What follows belongs to an exercise in optimizing a design on an open flow for small area, a short achievable clock period and few clock cycles; a production flow would make more cautious choices. The RTL was checked by simulation tests, not by an equivalence proof against the original design. Power is estimated from default activity; no workload was simulated.

Setup of exp/lagoon:
Design block_extent_translation_cache, start of the top module:
module block_extent_translation_cache #(
  parameter int ENTRIES = ENTRIES_DEFAULT
) (
  input  wire logic                clk,
  input  wire logic                rst,
  input  wire logic                in_valid,
  output logic                     in_stall,
  input  wire logic [MODE_W-1:0]   mode,
  input  wire logic [BLK_W-1:0]    block_index,
  input  wire logic                create,
  input  wire logic [BLK_W-1:0]    extent_start,
  input  wire logic [BLK_W-1:0]    extent_phys,
  input  wire logic [LEN_W-1:0]    extent_count,
  input  wire logic [BLK_W-1:0]    eof_block,
  output logic                     out_valid,
  input  wire logic                out_stall,
  output logic      [STATUS_W-1:0] status,
  output logic      [BLK_W-1:0]    phys_block
);
clock: 9.0 ns
lec_check: 0
cap_margin: 20
core_margin: 2
core_utilization: 55
setup_slack_margin: 5
slew_margin: 20
run.sh (not shown) runs the stock make flow with config.mk's settings and CLKGATE_MAP_FILE= SYNTH_SCRIPT=/design/flow/synth_recipe.tcl, a recipe that flattens the netlist after the stock synthesis.
Testbench counts of exp/lagoon, summed over its fixed seeds: cycles 20,032.
The following lists how exp/maple was set up differently from exp/lagoon:
Settings: CORE_UTILIZATION: 55 -> 40; SETUP_SLACK_MARGIN: 5 -> 4.5.
--- outcome ---
Going from exp/lagoon to exp/maple, the initial antenna violation count was found to have gone down by 17%. Compared with exp/lagoon, exp/maple shows non-clock buffer count lower by 310. Share of power burned in combinational logic on exp/maple is down relative to exp/lagoon. Run comparison: exp/lagoon start point of the critical path xs1[42]; exp/maple start point of the critical path xs1[18]. Comparing exp/maple and exp/lagoon, the higher via count of the first global-routing pass was measured on exp/lagoon.
### exp/maple -> exp/sierra
Settings: removing SETUP_SLACK_MARGIN (formerly 4.5).
==> comparison <==
Re area share of fa/ha/maj cells after synthesis: no difference whatsoever between exp/sierra and exp/maple.
When exp/sierra is set beside exp/maple, its detailed-router iteration count before antenna repair turns out to be 1 smaller.
xm1_hi[41] as the critical path launch point was reported by exp/sierra, and xs1[18] by exp/maple.
Multi-input gate share of the layout cell area: exp/sierra vs exp/maple — no meaningful difference
Number of cells on the critical path is higher on exp/sierra
In exp/sierra the clock period minus worst slack turned out 1.28 ns higher than in exp/maple.
Summary: setup slack, exp/sierra worse than exp/maple
exp/maple ended up with u_table.mem[5][115] as its endpoint of the worst setup timing path; exp/sierra ended up with u_table.mem[4][114].
The following lists how exp/pepper was set up differently from exp/sierra:
Settings: CTS_BUF_LIST: unset -> sky130_fd_sc_hd__clkbuf_4 sky130_fd_sc_hd__clkbuf_8; SETUP_SLACK_MARGIN: unset -> 4.5.
Results
- Net switching power figure (exp/pepper over exp/sierra): increase, 0.71%
- Final period demand of the worst path (lower): exp/pepper
- Against exp/sierra, wire length the detailed router placed on met1 in exp/pepper rose slightly.
- The final hold violation count on exp/pepper is in line with that on exp/sierra.
- Compared with exp/sierra, in exp/pepper routed wire length rose 2.5%, utilization climbed 0.39 points, power now sits lower, global routing met3 resource utilization -0.20 points.
- Relative to exp/sierra, area used by multi-input combinational logic has increased by 0.85% in exp/pepper.
- Summary of exp/pepper over exp/sierra: number of antenna diodes went up; final critical-path setup slack went up.

========
block_extent_translation_cache, a different RTL version from the one above (not shown whole).
For scale: roughly 7300 cells after synthesis, about 350 I/O pins, roughly 91000 sq um of cells after synthesis.
==> flow/config.mk <==
export PLATFORM = sky130hd
export DESIGN_NAME = block_extent_translation_cache
export DESIGN_NICKNAME = block_extent_translation_cache
export VERILOG_FILES = /design/flow/design.v
export SDC_FILE = /design/flow/constraint.sdc
export NUM_CORES = 4
export LEC_CHECK = 0
export CAP_MARGIN = 20
export CORE_MARGIN = 2
export CORE_UTILIZATION = 50
export SETUP_SLACK_MARGIN = 4.5
export SLEW_MARGIN = 20
==> flow/constraint.sdc <==
create_clock -name core_clock -period 9.0 [get_ports {clk}]
set_input_delay 1.8000 -clock core_clock [delete_from_list [all_inputs] [get_ports {clk}]]
set_output_delay 1.8000 -clock core_clock [all_outputs]
set_load 0.01 [all_outputs]
Testbench counts at the start, summed over its fixed seeds: cycles 20,032.
Then changed:
- CORE_UTILIZATION: 50 -> 60
After rerunning: The changed run completed without violations. Routed wire length came out lower by 3.9%. Worst setup slack gets worse by 0.084 ns. Cell area goes down by 0.71%. Combinational power decreases by about 1%. Sequential share of layout area rose by 0.36 points. Clock-buffer cell count drops by 32. Power is lower by 1.2%. Maximum frequency goes down by 1.8%.

## what the ideal ports hide
No port has a modelled driver above. Below, the same layouts with a new extraction and two added sets of constraints.
Step 1 sets driving cells, clkbuf_16 on the clock port and buf_2 on the other inputs (assumed; they add their load-dependent delay and slew).
Step 2 moves the port delays by t, midway between the first and last clock arrival at a register: inputs arrive t later, outputs are due t later. That takes back most of the time a late clock gives input paths.
Slacks: ideal / step 1 / step 2; pairs: ideal / step 1.
run | t, ns | setup WS [ns] | pins driven straight from the clock port
exp/lagoon | 0.937 | 4.689 / 4.689 / 4.172 | 1
exp/maple | 0.942 | 4.476 / 4.476 / 3.817 | 1
exp/sierra | 0.940 | 3.199 / 3.199 / 2.867 | 1
exp/pepper | 1.150 | 4.505 / 4.505 / 3.574 | 1
the first run of note 2 | 0.932 | 4.431 / 4.431 / 3.756 | 1
the second run of note 2 | 0.913 | 4.347 / 4.347 / 3.680 | 1
After both steps setup and hold are still met in every run listed. For exp/pepper, which loses most, drivers alone change the setup slack by 0.000 ns; drivers and shift together by -0.931 ns.
